Context: an optimization exercise on an open-source flow, tuned for a short achievable clock period and few clock cycles. The choices shown serve that exercise and are no tape-out recipe.
The RTL was checked by simulation tests, not by an equivalence proof against the original design.
No activity file was given, so power comes from the tool's default toggle rates.

File: flow/run.sh
#!/bin/bash
# synth_recipe.tcl (not shown) runs the flow's synth.tcl, then flattens the netlist and writes it again
# the make line also repeats each setting of config.mk as NAME=value (left out here)
make -C /OpenROAD-flow-scripts/flow DESIGN_CONFIG=/design/flow/config.mk WORK_HOME=/design/flow/orfs CLKGATE_MAP_FILE= SYNTH_SCRIPT=/design/flow/synth_recipe.tcl finish
File: flow/config.mk
export PLATFORM = sky130hd
export DESIGN_NAME = otter_mcu
export DESIGN_NICKNAME = otter_mcu
export VERILOG_FILES = /design/flow/design.v
export SDC_FILE = /design/flow/constraint.sdc
export NUM_CORES = 4
export LEC_CHECK = 0
export CAP_MARGIN = 20
export CORE_MARGIN = 2
export CORE_UTILIZATION = 40
export SETUP_SLACK_MARGIN = 0.5
export SLEW_MARGIN = 20
File: flow/constraint.sdc
create_clock -name core_clock -period 14.0 [get_ports {i_clk}]
set_input_delay 2.8000 -clock core_clock [delete_from_list [all_inputs] [get_ports {i_clk}]]
set_output_delay 2.8000 -clock core_clock [all_outputs]
set_load 0.01 [all_outputs]
File: flow/design.v
package otter_pkg;
    typedef logic [31:0] xlen_t;
    typedef logic [4:0]  reg_addr_t;
    localparam xlen_t RESET_VEC = 32'h0000_0000;
    localparam int    NUM_REGS  = 32;
    typedef enum logic [6:0] {
        OPC_LUI    = 7'b0110111,
        OPC_AUIPC  = 7'b0010111,
        OPC_JAL    = 7'b1101111,
        OPC_JALR   = 7'b1100111,
        OPC_BRANCH = 7'b1100011,
        OPC_LOAD   = 7'b0000011,
        OPC_STORE  = 7'b0100011,
        OPC_OP_IMM = 7'b0010011,
        OPC_OP     = 7'b0110011
    } opcode_e;
    localparam logic [2:0] F3_BEQ  = 3'b000;
    localparam logic [2:0] F3_BNE  = 3'b001;
    localparam logic [2:0] F3_BLT  = 3'b100;
    localparam logic [2:0] F3_BGE  = 3'b101;
    localparam logic [2:0] F3_BLTU = 3'b110;
    localparam logic [2:0] F3_BGEU = 3'b111;
    localparam logic [2:0] F3_SR   = 3'b101;
    typedef enum logic [3:0] {
        ALU_ADD      = 4'b0000,
        ALU_SUB      = 4'b1000,
        ALU_SLL      = 4'b0001,
        ALU_SLT      = 4'b0010,
        ALU_SLTU     = 4'b0011,
        ALU_XOR      = 4'b0100,
        ALU_SRL      = 4'b0101,
        ALU_SRA      = 4'b1101,
        ALU_OR       = 4'b0110,
        ALU_AND      = 4'b0111,
        ALU_LUI_COPY = 4'b1001
    } alu_func_e;
    typedef enum logic [2:0] {IMM_I, IMM_S, IMM_B, IMM_U, IMM_J} imm_sel_e;
    typedef enum logic [1:0] {WB_PC_PLUS4, WB_DMEM, WB_ALU} wb_sel_e;
    typedef enum logic [1:0] {PC_RESET, PC_INC, PC_TARGET} pc_src_e;
    typedef enum logic [1:0] {ST_INIT, ST_EXEC, ST_WR_BK} state_e;
    typedef struct packed {
        logic [6:0] funct7;
        reg_addr_t  rs2;
        reg_addr_t  rs1;
        logic [2:0] funct3;
        reg_addr_t  rd;
        logic [6:0] opcode;
    } r_fmt_t;
    typedef struct packed {
        logic [11:0] imm_11_0;
        reg_addr_t   rs1;
        logic [2:0]  funct3;
        reg_addr_t   rd;
        logic [6:0]  opcode;
    } i_fmt_t;
    typedef struct packed {
        logic [6:0] imm_11_5;
        reg_addr_t  rs2;
        reg_addr_t  rs1;
        logic [2:0] funct3;
        logic [4:0] imm_4_0;
        logic [6:0] opcode;
    } s_fmt_t;
    typedef struct packed {
        logic       imm_12;
        logic [5:0] imm_10_5;
        reg_addr_t  rs2;
        reg_addr_t  rs1;
        logic [2:0] funct3;
        logic [3:0] imm_4_1;
        logic       imm_11;
        logic [6:0] opcode;
    } b_fmt_t;
    typedef struct packed {
        logic [19:0] imm_31_12;
        reg_addr_t   rd;
        logic [6:0]  opcode;
    } u_fmt_t;
    typedef struct packed {
        logic       imm_20;
        logic [9:0] imm_10_1;
        logic       imm_11;
        logic [7:0] imm_19_12;
        reg_addr_t  rd;
        logic [6:0] opcode;
    } j_fmt_t;
    typedef union packed {
        r_fmt_t r;
        i_fmt_t i;
        s_fmt_t s;
        b_fmt_t b;
        u_fmt_t u;
        j_fmt_t j;
    } instr_u;
endpackage
`timescale 1ns/100ps
module otter_decoder (
    input  otter_pkg::instr_u  i_instr,
    output logic    o_lui,
    output logic    o_auipc,
    output logic    o_jal,
    output logic    o_jalr,
    output logic    o_br,
    output logic    o_ld,
    output logic    o_st,
    output logic    o_opi,
    output logic    o_op,
    output logic    o_wb,
    output logic    o_use1,
    output logic    o_use2,
    output logic    o_useimm,
    output logic [8:0] o_rsel,
    output logic    o_sub,
    output logic    o_sra
);
    logic [6:0] opc;
    logic [2:0] f3;
    logic       alt;
    assign opc = i_instr.r.opcode;
    assign f3  = i_instr.r.funct3;
    assign alt = i_instr.r.funct7[5];
    assign o_lui   = (opc == otter_pkg::OPC_LUI);
    assign o_auipc = (opc == otter_pkg::OPC_AUIPC);
    assign o_jal   = (opc == otter_pkg::OPC_JAL);
    assign o_jalr  = (opc == otter_pkg::OPC_JALR);
    assign o_br    = (opc == otter_pkg::OPC_BRANCH);
    assign o_ld    = (opc == otter_pkg::OPC_LOAD);
    assign o_st    = (opc == otter_pkg::OPC_STORE);
    assign o_opi   = (opc == otter_pkg::OPC_OP_IMM);
    assign o_op    = (opc == otter_pkg::OPC_OP);
    assign o_wb     = o_lui | o_auipc | o_jal | o_jalr | o_ld | o_opi | o_op;
    assign o_use1   = o_jalr | o_br | o_ld | o_st | o_opi | o_op;
    assign o_use2   = o_br | o_st | o_op;
    assign o_useimm = !o_op;
    always_comb begin
        o_rsel = '0;
        if (o_opi || o_op) o_rsel[f3] = 1'b1;
        else               o_rsel[8]  = 1'b1;
    end
    assign o_sub = o_op && alt && (f3 == 3'd0);
    assign o_sra = alt && (f3 == otter_pkg::F3_SR);
endmodule
`timescale 1ns/100ps
`timescale 1ns/100ps
module otter_pc (
    input  logic     i_clk,
    input  logic     i_rst,
    input  otter_pkg::xlen_t    i_pc,
    output otter_pkg::xlen_t    o_pred,
    input  logic     i_we,
    input  logic     i_inv,
    input  otter_pkg::xlen_t    i_wpc,
    input  otter_pkg::xlen_t    i_wtgt
);
    logic [31:0] valid;
    logic [4:0]  tag [32];
    logic [9:0]  tgt [32];
    logic [4:0]  ridx, widx;
    logic        hit;
    assign ridx = i_pc[6:2];
    assign widx = i_wpc[6:2];
    assign hit  = valid[ridx] && (tag[ridx] == i_pc[11:7]);
    assign o_pred = hit ? {i_pc[31:12], tgt[ridx], 2'b00} : (i_pc + 32'd4);
    always_ff @(posedge i_clk) begin
        if (!i_rst) begin
            valid <= '0;
        end else if (i_we) begin
            valid[widx] <= 1'b1;
        end else if (i_inv && (tag[widx] == i_wpc[11:7])) begin
            valid[widx] <= 1'b0;
        end
    end
    always_ff @(posedge i_clk) begin
        if (i_we) begin
            tag[widx] <= i_wpc[11:7];
            tgt[widx] <= i_wtgt[11:2];
        end
    end
endmodule
`timescale 1ns/100ps
module otter_rfile (
    input  logic       i_clk,
    input  otter_pkg::reg_addr_t  i_rs1_addr,
    input  otter_pkg::reg_addr_t  i_rs2_addr,
    input  otter_pkg::reg_addr_t  i_rd_addr,
    input  logic       i_we,
    input  otter_pkg::xlen_t      i_w_data,
    output otter_pkg::xlen_t      o_rs1,
    output otter_pkg::xlen_t      o_rs2
);
    otter_pkg::xlen_t regs [otter_pkg::NUM_REGS];
    always_ff @(posedge i_clk) begin
        if (i_we && (i_rd_addr != '0)) begin
            regs[i_rd_addr] <= i_w_data;
        end
    end
    assign o_rs1 = (i_rs1_addr == '0) ? '0 : regs[i_rs1_addr];
    assign o_rs2 = (i_rs2_addr == '0) ? '0 : regs[i_rs2_addr];
endmodule
`timescale 1ns/100ps
module otter_imm_gen (
    input  otter_pkg::instr_u    i_instr,
    output otter_pkg::xlen_t     o_imm
);
    always_comb begin
        case (i_instr.r.opcode)
            otter_pkg::OPC_STORE: o_imm = {{20{i_instr.s.imm_11_5[6]}}, i_instr.s.imm_11_5,
                                           i_instr.s.imm_4_0};
            otter_pkg::OPC_BRANCH: o_imm = {{19{i_instr.b.imm_12}}, i_instr.b.imm_12, i_instr.b.imm_11,
                                            i_instr.b.imm_10_5, i_instr.b.imm_4_1, 1'b0};
            otter_pkg::OPC_LUI,
            otter_pkg::OPC_AUIPC: o_imm = {i_instr.u.imm_31_12, 12'b0};
            otter_pkg::OPC_JAL: o_imm = {{11{i_instr.j.imm_20}}, i_instr.j.imm_20, i_instr.j.imm_19_12,
                                         i_instr.j.imm_11, i_instr.j.imm_10_1, 1'b0};
            default: o_imm = {{20{i_instr.i.imm_11_0[11]}}, i_instr.i.imm_11_0};
        endcase
    end
endmodule
`timescale 1ns/100ps
module otter_alu (
    input  otter_pkg::xlen_t  i_a,
    input  otter_pkg::xlen_t  i_b,
    input  logic [8:0]        i_sel,
    input  logic              i_sub,
    input  logic              i_sra,
    input  otter_pkg::xlen_t  i_cres,
    output otter_pkg::xlen_t  o_result
);
    logic [4:0]  shamt;
    logic [31:0] addsub, sll, srx;
    assign shamt  = i_b[4:0];
    assign addsub = i_sub ? (i_a - i_b) : (i_a + i_b);
    assign sll    = i_a << shamt;
    assign srx    = i_sra ? 32'($signed(i_a) >>> shamt) : (i_a >> shamt);
    assign o_result = ({32{i_sel[0]}} & addsub)
                    | ({32{i_sel[1]}} & sll)
                    | ({32{i_sel[2]}} & {31'b0, $signed(i_a) < $signed(i_b)})
                    | ({32{i_sel[3]}} & {31'b0, i_a < i_b})
                    | ({32{i_sel[4]}} & (i_a ^ i_b))
                    | ({32{i_sel[5]}} & srx)
                    | ({32{i_sel[6]}} & (i_a | i_b))
                    | ({32{i_sel[7]}} & (i_a & i_b))
                    | ({32{i_sel[8]}} & i_cres);
endmodule
`timescale 1ns/100ps
module otter_branch_unit (
    input  logic [2:0]        i_f3,
    input  otter_pkg::xlen_t  i_rs1,
    input  otter_pkg::xlen_t  i_rs2,
    output logic              o_br_taken
);
    always_comb begin
        case (i_f3)
            otter_pkg::F3_BEQ:  o_br_taken = (i_rs1 == i_rs2);
            otter_pkg::F3_BNE:  o_br_taken = (i_rs1 != i_rs2);
            otter_pkg::F3_BLT:  o_br_taken = ($signed(i_rs1) < $signed(i_rs2));
            otter_pkg::F3_BGE:  o_br_taken = ($signed(i_rs1) >= $signed(i_rs2));
            otter_pkg::F3_BLTU: o_br_taken = (i_rs1 < i_rs2);
            otter_pkg::F3_BGEU: o_br_taken = (i_rs1 >= i_rs2);
            default: o_br_taken = 1'b0;
        endcase
    end
endmodule
`timescale 1ns/100ps
module otter_mcu (
    input  logic   i_clk,
    input  logic   i_rst,
    input  otter_pkg::xlen_t  i_imem_r_data,
    output otter_pkg::xlen_t  o_imem_addr,
    input  otter_pkg::xlen_t  i_dmem_r_data,
    output logic   o_dmem_re,
    output logic   o_dmem_we,
    output otter_pkg::xlen_t  o_dmem_addr,
    output otter_pkg::xlen_t  o_dmem_w_data
);
    logic [31:0] pc_f;
    logic        v_f2;
    logic [31:0] pc_f2;
    logic        v_d;
    logic [31:0] pc_d;
    logic [31:0] ir_d;
    logic        v_e;
    logic [31:0] pc_e;
    logic [31:0] pc4_e;
    logic [31:0] tgt_e;
    logic [31:0] imm_e;
    logic [31:0] opa_e;
    logic [31:0] opb_e;
    logic [31:0] rs2_e;
    logic [31:0] cres_e;
    logic        fwda_e;
    logic        fwdb_e;
    logic        fwdb_alu_e;
    logic [4:0]  rd_e;
    logic        wb_e;
    logic        ld_e;
    logic        st_e;
    logic        br_e;
    logic        jal_e;
    logic        jalr_e;
    logic [2:0]  f3_e;
    logic [8:0]  rsel_e;
    logic        sub_e;
    logic        sra_e;
    logic        wb_m;
    logic        ld_m;
    logic [4:0]  rd_m;
    logic [31:0] res_m;
    logic        re_m;
    logic        we_m;
    logic [31:0] addr_m;
    logic [31:0] wd_m;
    logic        wb_l;
    logic        ld_l;
    logic [4:0]  rd_l;
    logic [31:0] res_l;
    logic [31:0] pred_f;
    logic        btb_we;
    logic        btb_inv;
    logic [31:0] btb_wpc;
    logic [31:0] btb_wtgt;
    otter_pc u_pc (
        .i_clk    (i_clk),
        .i_rst    (i_rst),
        .i_pc     (pc_f),
        .o_pred   (pred_f),
        .i_we     (btb_we),
        .i_inv    (btb_inv),
        .i_wpc    (btb_wpc),
        .i_wtgt   (btb_wtgt)
    );
    assign o_imem_addr = pc_f;
    logic        d_lui, d_auipc, d_jal, d_jalr, d_br, d_ld, d_st, d_opi, d_op;
    logic        d_wb, d_use1, d_use2, d_useimm;
    logic [4:0]  d_rs1, d_rs2, d_rd;
    logic [2:0]  d_f3;
    logic [31:0] d_imm;
    logic [8:0]  d_rsel;
    logic        d_sub, d_sra;
    otter_decoder u_decoder (
        .i_instr  (ir_d),
        .o_lui    (d_lui),
        .o_auipc  (d_auipc),
        .o_jal    (d_jal),
        .o_jalr   (d_jalr),
        .o_br     (d_br),
        .o_ld     (d_ld),
        .o_st     (d_st),
        .o_opi    (d_opi),
        .o_op     (d_op),
        .o_wb     (d_wb),
        .o_use1   (d_use1),
        .o_use2   (d_use2),
        .o_useimm (d_useimm),
        .o_rsel   (d_rsel),
        .o_sub    (d_sub),
        .o_sra    (d_sra)
    );
    assign d_rs1 = ir_d[19:15];
    assign d_rs2 = ir_d[24:20];
    assign d_rd  = ir_d[11:7];
    assign d_f3  = ir_d[14:12];
    otter_imm_gen u_imm_gen (
        .i_instr (ir_d),
        .o_imm   (d_imm)
    );
    logic [31:0] rf_rs1, rf_rs2;
    logic [31:0] l_wdata;
    assign l_wdata = ld_l ? i_dmem_r_data : res_l;
    otter_rfile u_rfile (
        .i_clk      (i_clk),
        .i_rs1_addr (d_rs1),
        .i_rs2_addr (d_rs2),
        .i_rd_addr  (rd_l),
        .i_we       (wb_l),
        .i_w_data   (l_wdata),
        .o_rs1      (rf_rs1),
        .o_rs2      (rf_rs2)
    );
    logic [31:0] d_rs1v, d_rs2v;
    always_comb begin
        if (d_rs1 == 5'd0)                              d_rs1v = '0;
        else if (wb_m && !ld_m && rd_m == d_rs1)        d_rs1v = res_m;
        else if (wb_l && rd_l == d_rs1)                 d_rs1v = l_wdata;
        else                                            d_rs1v = rf_rs1;
        if (d_rs2 == 5'd0)                              d_rs2v = '0;
        else if (wb_m && !ld_m && rd_m == d_rs2)        d_rs2v = res_m;
        else if (wb_l && rd_l == d_rs2)                 d_rs2v = l_wdata;
        else                                            d_rs2v = rf_rs2;
    end
    logic d_stall;
    logic haz_e1, haz_e2, haz_m1, haz_m2;
    assign haz_e1 = v_e && wb_e && ld_e && (rd_e == d_rs1) && d_use1;
    assign haz_e2 = v_e && wb_e && ld_e && (rd_e == d_rs2) && d_use2;
    assign haz_m1 = wb_m && ld_m && (rd_m == d_rs1) && d_use1;
    assign haz_m2 = wb_m && ld_m && (rd_m == d_rs2) && d_use2;
    assign d_stall = v_d && (haz_e1 || haz_e2 || haz_m1 || haz_m2);
    logic d_fwda, d_fwdb;
    assign d_fwda = v_e && wb_e && (rd_e == d_rs1);
    assign d_fwdb = v_e && wb_e && (rd_e == d_rs2);
    logic [31:0] d_tgt, d_pc4, d_cres;
    assign d_tgt  = pc_d + d_imm;
    assign d_pc4  = pc_d + 32'd4;
    assign d_cres = d_lui ? d_imm : (d_auipc ? d_tgt : d_pc4);
    logic        d_pred;
    logic [31:0] d_ptgt;
    assign d_pred = d_jal || (d_br && ir_d[31]);
    assign d_ptgt = {pc_d[31:12], pc_d[11:2] + (d_jal ? {ir_d[20], ir_d[30:22]}
                                                      : {ir_d[7], ir_d[30:25], ir_d[11:9]}), 2'b00};
    logic [31:0] e_a, e_b, e_sd;
    logic [31:0] e_sum, e_addr, e_res;
    logic        e_taken;
    assign e_a  = fwda_e     ? res_m : opa_e;
    assign e_b  = fwdb_alu_e ? res_m : opb_e;
    assign e_sd = fwdb_e     ? res_m : rs2_e;
    otter_alu u_alu (
        .i_a      (e_a),
        .i_b      (e_b),
        .i_sel    (rsel_e),
        .i_sub    (sub_e),
        .i_sra    (sra_e),
        .i_cres   (cres_e),
        .o_result (e_res)
    );
    assign e_addr = e_a + imm_e;
    otter_branch_unit u_branch_unit (
        .i_f3       (f3_e),
        .i_rs1      (e_a),
        .i_rs2      (e_sd),
        .o_br_taken (e_taken)
    );
    logic        e_jump;
    logic [31:0] e_next;
    logic        mt_d, mt_f2, mt_f, ms_d, ms_f2, ms_f;
    logic        e_md, e_mf2, e_mf;
    logic        e_kill_d, e_kill_f2, e_redir;
    assign e_jump = jal_e || (br_e && e_taken);
    assign e_next = jalr_e ? {e_addr[31:1], 1'b0} : (e_jump ? tgt_e : pc4_e);
    assign mt_d  = v_d  && (pc_d[31:2]  == tgt_e[31:2]);
    assign mt_f2 = v_f2 && (pc_f2[31:2] == tgt_e[31:2]);
    assign mt_f  =         (pc_f[31:2]  == tgt_e[31:2]);
    assign ms_d  = v_d  && (pc_d[31:2]  == pc4_e[31:2]);
    assign ms_f2 = v_f2 && (pc_f2[31:2] == pc4_e[31:2]);
    assign ms_f  =         (pc_f[31:2]  == pc4_e[31:2]);
    assign e_md  = !jalr_e && (e_jump ? mt_d  : ms_d);
    assign e_mf2 = !jalr_e && (e_jump ? mt_f2 : ms_f2);
    assign e_mf  = !jalr_e && (e_jump ? mt_f  : ms_f);
    assign e_kill_d  = v_e && !e_md;
    assign e_kill_f2 = v_e && !e_md && !e_mf2;
    assign e_redir   = v_e && !e_md && !e_mf2 && !e_mf;
    assign btb_we   = v_e && (jal_e || jalr_e || (br_e && e_taken));
    assign btb_inv  = v_e && br_e && !e_taken;
    assign btb_wpc  = pc_e;
    assign btb_wtgt = e_next;
    logic d_act, d_stall_act, d_kill_f2, d_redir;
    logic dm_f2, dm_f;
    assign d_act       = v_d && !e_kill_d;
    assign d_stall_act = d_act && d_stall;
    assign dm_f2       = v_f2 && (pc_f2[31:2] == d_ptgt[31:2]);
    assign dm_f        = (pc_f[31:2] == d_ptgt[31:2]);
    assign d_kill_f2   = d_act && !d_stall && d_pred && !dm_f2;
    assign d_redir     = d_act && !d_stall && d_pred && !dm_f2 && !dm_f;
    logic [31:0] pc_f_nxt;
    logic        kill_f;
    logic        kill_f2;
    always_comb begin
        if (e_redir)            pc_f_nxt = e_next;
        else if (d_stall_act)   pc_f_nxt = v_f2 ? pc_f2 : pc_f;
        else if (d_redir)       pc_f_nxt = d_ptgt;
        else                    pc_f_nxt = pred_f;
    end
    assign kill_f  = e_redir || d_stall_act || d_redir;
    assign kill_f2 = e_kill_f2 || d_stall_act || d_kill_f2;
    always_ff @(posedge i_clk) begin
        if (!i_rst) begin
            pc_f <= otter_pkg::RESET_VEC;
            v_f2 <= 1'b0;
            v_d  <= 1'b0;
            v_e  <= 1'b0;
        end else begin
            pc_f <= pc_f_nxt;
            v_f2 <= !kill_f;
            if (!d_stall_act) v_d <= v_f2 && !kill_f2;
            v_e  <= v_d && !e_kill_d && !d_stall;
        end
    end
    always_ff @(posedge i_clk) begin
        pc_f2 <= pc_f;
        if (!d_stall_act) begin
            pc_d <= pc_f2;
            ir_d <= i_imem_r_data;
        end
    end
    always_ff @(posedge i_clk) begin
        pc_e       <= pc_d;
        pc4_e      <= d_pc4;
        tgt_e      <= d_tgt;
        imm_e      <= d_imm;
        opa_e      <= d_rs1v;
        opb_e      <= d_useimm ? d_imm : d_rs2v;
        rs2_e      <= d_rs2v;
        cres_e     <= d_cres;
        fwda_e     <= d_fwda && d_use1;
        fwdb_e     <= d_fwdb && d_use2;
        fwdb_alu_e <= d_fwdb && d_use2 && !d_useimm;
        rd_e       <= d_rd;
        wb_e       <= d_wb && (d_rd != 5'd0);
        ld_e       <= d_ld;
        st_e       <= d_st;
        br_e       <= d_br;
        jal_e      <= d_jal;
        jalr_e     <= d_jalr;
        f3_e       <= d_f3;
        rsel_e     <= d_rsel;
        sub_e      <= d_sub;
        sra_e      <= d_sra;
    end
    always_ff @(posedge i_clk) begin
        if (!i_rst) begin
            wb_m <= 1'b0;
            re_m <= 1'b0;
            we_m <= 1'b0;
            wb_l <= 1'b0;
        end else begin
            wb_m <= v_e && wb_e;
            re_m <= v_e && ld_e;
            we_m <= v_e && st_e;
            wb_l <= wb_m;
        end
    end
    always_ff @(posedge i_clk) begin
        ld_m  <= ld_e;
        rd_m  <= rd_e;
        res_m <= e_res;
        if (v_e && (ld_e || st_e)) addr_m <= e_addr;
        if (v_e && st_e)           wd_m   <= e_sd;
        ld_l  <= ld_m;
        rd_l  <= rd_m;
        res_l <= res_m;
    end
    assign o_dmem_re     = re_m;
    assign o_dmem_we     = we_m;
    assign o_dmem_addr   = addr_m;
    assign o_dmem_w_data = wd_m;
endmodule
==> run_summary.xml <==
<?xml version="1.0" encoding="UTF-8"?>
<metrics>
  <group name="synth">
    <metric name="synth.lib_cells_used.distinct" unit="">94</metric>
    <metric name="synth_fa_ha_area_share" unit="%">2.65</metric>
    <metric name="synth_largest_type_area_fraction" unit="%">47.6</metric>
    <metric name="ys_warn_count" unit="">6</metric>
    <metric name="ys_dominant_reg_cell" unit="">sky130_fd_sc_hd__edfxtp_1</metric>
    <metric name="ys_top_cells_by_area" unit="">sky130_fd_sc_hd__edfxtp_1 (48%), sky130_fd_sc_hd__mux4_2 (18%), sky130_fd_sc_hd__dfxtp_1 (8.9%), sky130_fd_sc_hd__ha_1 (2.6%), sky130_fd_sc_hd__mux2i_1 (2.5%)</metric>
    <metric name="synth_top_family_by_area" unit="">multiplexers</metric>
    <metric name="synth.cells.most_frequent" unit="">sky130_fd_sc_hd__edfxtp_1 (1632), sky130_fd_sc_hd__mux4_2 (840), sky130_fd_sc_hd__nor2_1 (575), sky130_fd_sc_hd__dfxtp_1 (456), sky130_fd_sc_hd__nand2_1 (356)</metric>
    <metric name="synthesized_area_fraction_occupied_by_xor_and_xnor_cells" unit="%">2.65</metric>
    <metric name="synth.avg_cell_area" unit="µm²">14.5</metric>
    <metric name="synth-compound-area-share" unit="%">7.75</metric>
    <metric name="synth_async_sr_flop_share" unit="%">0</metric>
    <metric name="cell_area_synth" unit="mm²">0.103</metric>
    <metric name="synthCells" unit="">7105</metric>
    <metric name="synth_most_common_cell" unit="">sky130_fd_sc_hd__edfxtp_1</metric>
    <metric name="top_cell_type_by_total_area_after_synthesis" unit="">sky130_fd_sc_hd__edfxtp_1</metric>
    <metric name="synth-edff-count" unit="">1632</metric>
    <metric name="postSynthRegisterBits" unit="">2088</metric>
    <metric name="synth_sequential_area_ratio" unit="%">56.5</metric>
    <metric name="synthMuxAreaShare" unit="%">21.7</metric>
    <metric name="synthSimpleGateAreaFrac" unit="%">6.08</metric>
  </group>
  <group name="worst_setup_path">
    <metric name="cp_slowest_cell" unit="">sky130_fd_sc_hd__mux2i_1</metric>
    <metric name="worst-path-buf-inv" unit="">5</metric>
    <metric name="critPathMostFrequentCell" unit="">sky130_fd_sc_hd__buf_4</metric>
    <metric name="crit_path_max_fanout" unit="">63</metric>
    <metric name="setup.worst_path.start_class" unit="">register</metric>
    <metric name="critical_path.endpoint_type" unit="">register</metric>
    <metric name="data_arrival_time_of_the_critical_path" unit="ns">10.07</metric>
    <metric name="required" unit="ns">14.74</metric>
    <metric name="worst-setup-path-type" unit="">reg2reg</metric>
    <metric name="worst_r2r_path_depth" unit="">22</metric>
    <metric name="slowest_delay" unit="ns">0.82</metric>
    <metric name="critical_path_cell_count" unit="">22</metric>
    <metric name="path_cells" unit="">buf_4, mux2i_1, inv_1, ha_1, nand4_1, or4_4, o41ai_1, and3_1, o32ai_1, o2111a_1, o21ai_4, buf_4, mux2i_1, a211o_1, o31ai_4, buf_4, nand2_4, buf_4, nor2_2, a41oi_4, o221ai_1, o221a_2</metric>
    <metric name="cpLargestDelayFamily" unit="">compound AO/OA/AOI/OAI gates</metric>
  </group>
  <group name="routing">
    <metric name="first_iter_violations" unit="">9273</metric>
    <metric name="finalWirelength" unit="mm">387</metric>
    <metric name="detailroute.via_count" unit="">68600</metric>
    <metric name="drt-pass1-iter-count" unit="">6</metric>
    <metric name="remaining_drc_errors" unit="">0</metric>
    <metric name="number_of_nets_with_antenna_violations_after_routing" unit="">0</metric>
    <metric name="drt-vias-per-instance" unit="">6.34</metric>
    <metric name="avgRoutedWirePerCell" unit="µm">35.8</metric>
  </group>
  <group name="die">
    <metric name="placement_rows" unit="">186</metric>
    <metric name="core_area" unit="mm²">0.256</metric>
    <metric name="start_util" unit="%">40.1</metric>
    <metric name="num_io_pins" unit="">164</metric>
    <metric name="die_footprint" unit="mm²">0.261</metric>
    <metric name="fp.dieH" unit="µm">511</metric>
    <metric name="floorplan.die.width" unit="µm">511</metric>
  </group>
  <group name="power">
    <metric name="power-per-cell-area" unit="mW/mm²">129</metric>
    <metric name="vdd_drop_max" unit="mV">0.116</metric>
    <metric name="cellLeakagePower" unit="µW">0.0398</metric>
    <metric name="overall_power_after_layout" unit="µW">15000</metric>
  </group>
  <group name="timing">
    <metric name="rsz0062_at_grt" unit="">no</metric>
    <metric name="worst_clock_skew" unit="ns">0.0951</metric>
    <metric name="max-slew-margin-rel" unit="%">21.4</metric>
    <metric name="min_period" unit="ns">9.33</metric>
    <metric name="max_freq" unit="GHz">0.107</metric>
    <metric name="report.final.slew_viol_count" unit="">0</metric>
    <metric name="post-route-period-util" unit="%">66.6</metric>
    <metric name="setup_violations" unit="">0</metric>
    <metric name="report.final.hold_viol_count" unit="">0</metric>
    <metric name="setup_total_negative_slack" unit="ns">0</metric>
    <metric name="worstMarginPinSlew" unit="ns">1.18</metric>
  </group>
  <group name="placement">
    <metric name="place.port_buffers" unit="">163</metric>
    <metric name="dp_hpwl" unit="mm">259</metric>
    <metric name="gp_congestion" unit="">1.01</metric>
  </group>
  <group name="grt">
    <metric name="gr_overflow_total" unit="">0</metric>
    <metric name="grt_antenna_before_repair" unit="">33</metric>
    <metric name="grt_pass1_wl" unit="mm">535</metric>
    <metric name="first_global_vias" unit="">66900</metric>
    <metric name="grt.total_usage" unit="%">29.1</metric>
    <metric name="grt_max_degree" unit="">127</metric>
  </group>
  <group name="clock_network">
    <metric name="post_cts_resized" unit="">0</metric>
    <metric name="cts.sink_count" unit="">2088</metric>
    <metric name="clk_pin_slew_worst_paths" unit="ns">0.06</metric>
    <metric name="numCtsBuffers" unit="">215</metric>
    <metric name="cts_root_buf" unit="">sky130_fd_sc_hd__clkbuf_16</metric>
    <metric name="tritoncts" unit="">yes</metric>
    <metric name="cts_post_setup_buffers_inserted" unit="">0</metric>
    <metric name="cts_max_level" unit="">4</metric>
    <metric name="worst_skew_pair.late_latency" unit="ns">0.93</metric>
    <metric name="maximum_buffer_depth_of_the_clock_tree" unit="">3</metric>
    <metric name="holdBufCountCts" unit="">0</metric>
  </group>
  <group name="outcome">
    <metric name="status" unit="">finished clean</metric>
  </group>
  <group name="cells_and_area">
    <metric name="layout_top_registers" unit="">u_rfile.regs: 1024 flops, u_pc.tgt: 320 flops, u_pc.tag: 160 flops</metric>
    <metric name="synth_to_layout_area_growth" unit="%">13.2</metric>
    <metric name="largest_register_ffs" unit="">1024</metric>
    <metric name="finished_core_util" unit="%">45.4</metric>
    <metric name="drive_gt1_share" unit="%">21.2</metric>
    <metric name="registers.top_by_ff_count" unit="">u_rfile.regs</metric>
    <metric name="num-nets-final" unit="">7507</metric>
    <metric name="nFillCells" unit="">22400</metric>
  </group>
  <group name="min_path">
    <metric name="min_path_cells" unit="">0</metric>
    <metric name="min_path_type" unit="">reg2reg</metric>
  </group>
  <group name="job">
    <metric name="max_cap_viols" unit="">0</metric>
  </group>
</metrics>
layout make-up:
class / count / area (µm²) / share of cell area (%)
antenna: 25 / 62.6 / 0.0537
clock buffer: 273 / 5780 / 4.97
inverter: 232 / 871 / 0.748
multi-input combinational: 4330 / 42600 / 36.6
sequential: 2088 / 58200 / 50.0
timing repair buffer: 359 / 3160 / 2.72
tap: 3384 / 4230 / 3.64
clock inverter: 127 / 1480 / 1.27
logic make-up (layout without fill, tap and decap cells):
family                     count (synthesis)  after routing
adders and majority gates                215            215
DFF                                     2088           2088
buffers and inverters                    718            991
other                                      1             57
xor gates and xnor gates                 311            311
muxes                                   1170           1170
and+or+nand+nor                         1394           1394
AOI/OAI and AO/OA                       1208           1208
worst reg2reg max path, cell delays in order (launching register included):
cell and delay (ns):
sky130_fd_sc_hd__dfxtp_2 0.31, sky130_fd_sc_hd__buf_4 0.56, sky130_fd_sc_hd__mux2i_1 0.84, sky130_fd_sc_hd__inv_1 0.30, sky130_fd_sc_hd__ha_1 0.42, sky130_fd_sc_hd__nand4_1 0.21, sky130_fd_sc_hd__or4_4 0.61, sky130_fd_sc_hd__o41ai_1 0.49
sky130_fd_sc_hd__and3_1 0.22, sky130_fd_sc_hd__o32ai_1 0.10, sky130_fd_sc_hd__o2111a_1 0.45, sky130_fd_sc_hd__o21ai_4 0.44, sky130_fd_sc_hd__buf_4 0.57, sky130_fd_sc_hd__mux2i_1 0.42, sky130_fd_sc_hd__a211o_1 0.25, sky130_fd_sc_hd__o31ai_4 0.08
sky130_fd_sc_hd__buf_4 0.26, sky130_fd_sc_hd__nand2_4 0.48, sky130_fd_sc_hd__buf_4 0.72, sky130_fd_sc_hd__nor2_2 0.24, sky130_fd_sc_hd__a41oi_4 0.68, sky130_fd_sc_hd__o221ai_1 0.26, sky130_fd_sc_hd__o221a_2 0.28
per-stage QoR:
stage,instances,area [µm²],hold WS [ns],setup WS (ns)
finish,10800,116000,0.368,4.67
global placement,10400,109000,0.362,4.79
detailed placement,10400,109000,0.355,4.52
global route,10800,116000,0.373,4.23
CTS,10800,116000,0.368,4.47
floorplan,7136,103000,0.343,6.50
report_power, final:
part	switching [µW]	total, µW	leakage (µW)	internal [µW]
clock	2580	5880	0.00351	3300
combinational	1390	2190	0.0173	798
sequential	156	6930	0.0191	6770
total	4130	15000	0.0398	10900
placed cells by master, fill, tap and decap left out, types with 77 or more instances in the layout:
master,Yosys,routed
sky130_fd_sc_hd__edfxtp_1,1632,1632
sky130_fd_sc_hd__mux4_2,840,840
sky130_fd_sc_hd__nor2_1,575,531
sky130_fd_sc_hd__dfxtp_1,456,430
sky130_fd_sc_hd__nand2_1,356,354
sky130_fd_sc_hd__a21oi_1,346,339
sky130_fd_sc_hd__mux2i_1,253,248
sky130_fd_sc_hd__inv_1,223,221
sky130_fd_sc_hd__clkbuf_16,0,220
sky130_fd_sc_hd__o21ai_0,223,219
sky130_fd_sc_hd__ha_1,210,210
sky130_fd_sc_hd__buf_4,1,191
sky130_fd_sc_hd__xnor2_1,189,188
sky130_fd_sc_hd__clkdlybuf4s50_1,0,163
sky130_fd_sc_hd__a211oi_1,122,122
sky130_fd_sc_hd__xor2_1,122,122
sky130_fd_sc_hd__nand3_1,122,119
sky130_fd_sc_hd__mux2_2,77,77
layer usage:
metal	vias to the layer above	track usage [%]	share of wire [%]
met1	35700	38.6	39
li1	28300	-	-
met3	749	5.76	8.8
met2	3909	45.0	46
met4	10	15.8	6.2
met5	-	0	0.024
path summary, 6_finish.rpt:
kind                  start               endpoint  slack (ns)
max reg2reg  fwda_e$_DFF_P_  pc_f[31]$_SDFFE_PN0P_        4.67
max          fwda_e$_DFF_P_  pc_f[31]$_SDFFE_PN0P_        4.67
min            ld_m$_DFF_P_           ld_l$_DFF_P_        0.37
min reg2reg    ld_m$_DFF_P_           ld_l$_DFF_P_        0.37
Testbench counts, summed over its fixed seeds: cycles 147,930.

## port drivers added, routing unchanged
The results above use ideal ports. As a check the final layout listed here was re-extracted and re-timed, cells and wires unchanged.
Step 1 (the two cells are an assumption about what drives the block):
set clk [get_ports {i_clk}]
set_driving_cell -lib_cell sky130_fd_sc_hd__clkbuf_16 $clk
set_driving_cell -lib_cell sky130_fd_sc_hd__buf_2 [delete_from_list [all_inputs] $clk]
Step 2 moves the port delays by t, midway between the first and last clock arrival at a register: inputs arrive t later, outputs are due t later. That takes back most of the time a late clock gives input paths.
Slacks: no drivers / after step 1 / after step 2; pairs: no drivers / after step 1.
shift t [ns]: 0.977
setup slack, ns: 4.673 / 4.673 / 4.673
worst slew at a driven data input, ns: 0.18
After both steps setup and hold are still met in this run. For this run, drivers alone change the setup slack by 0.000 ns; drivers and shift together by 0.000 ns.
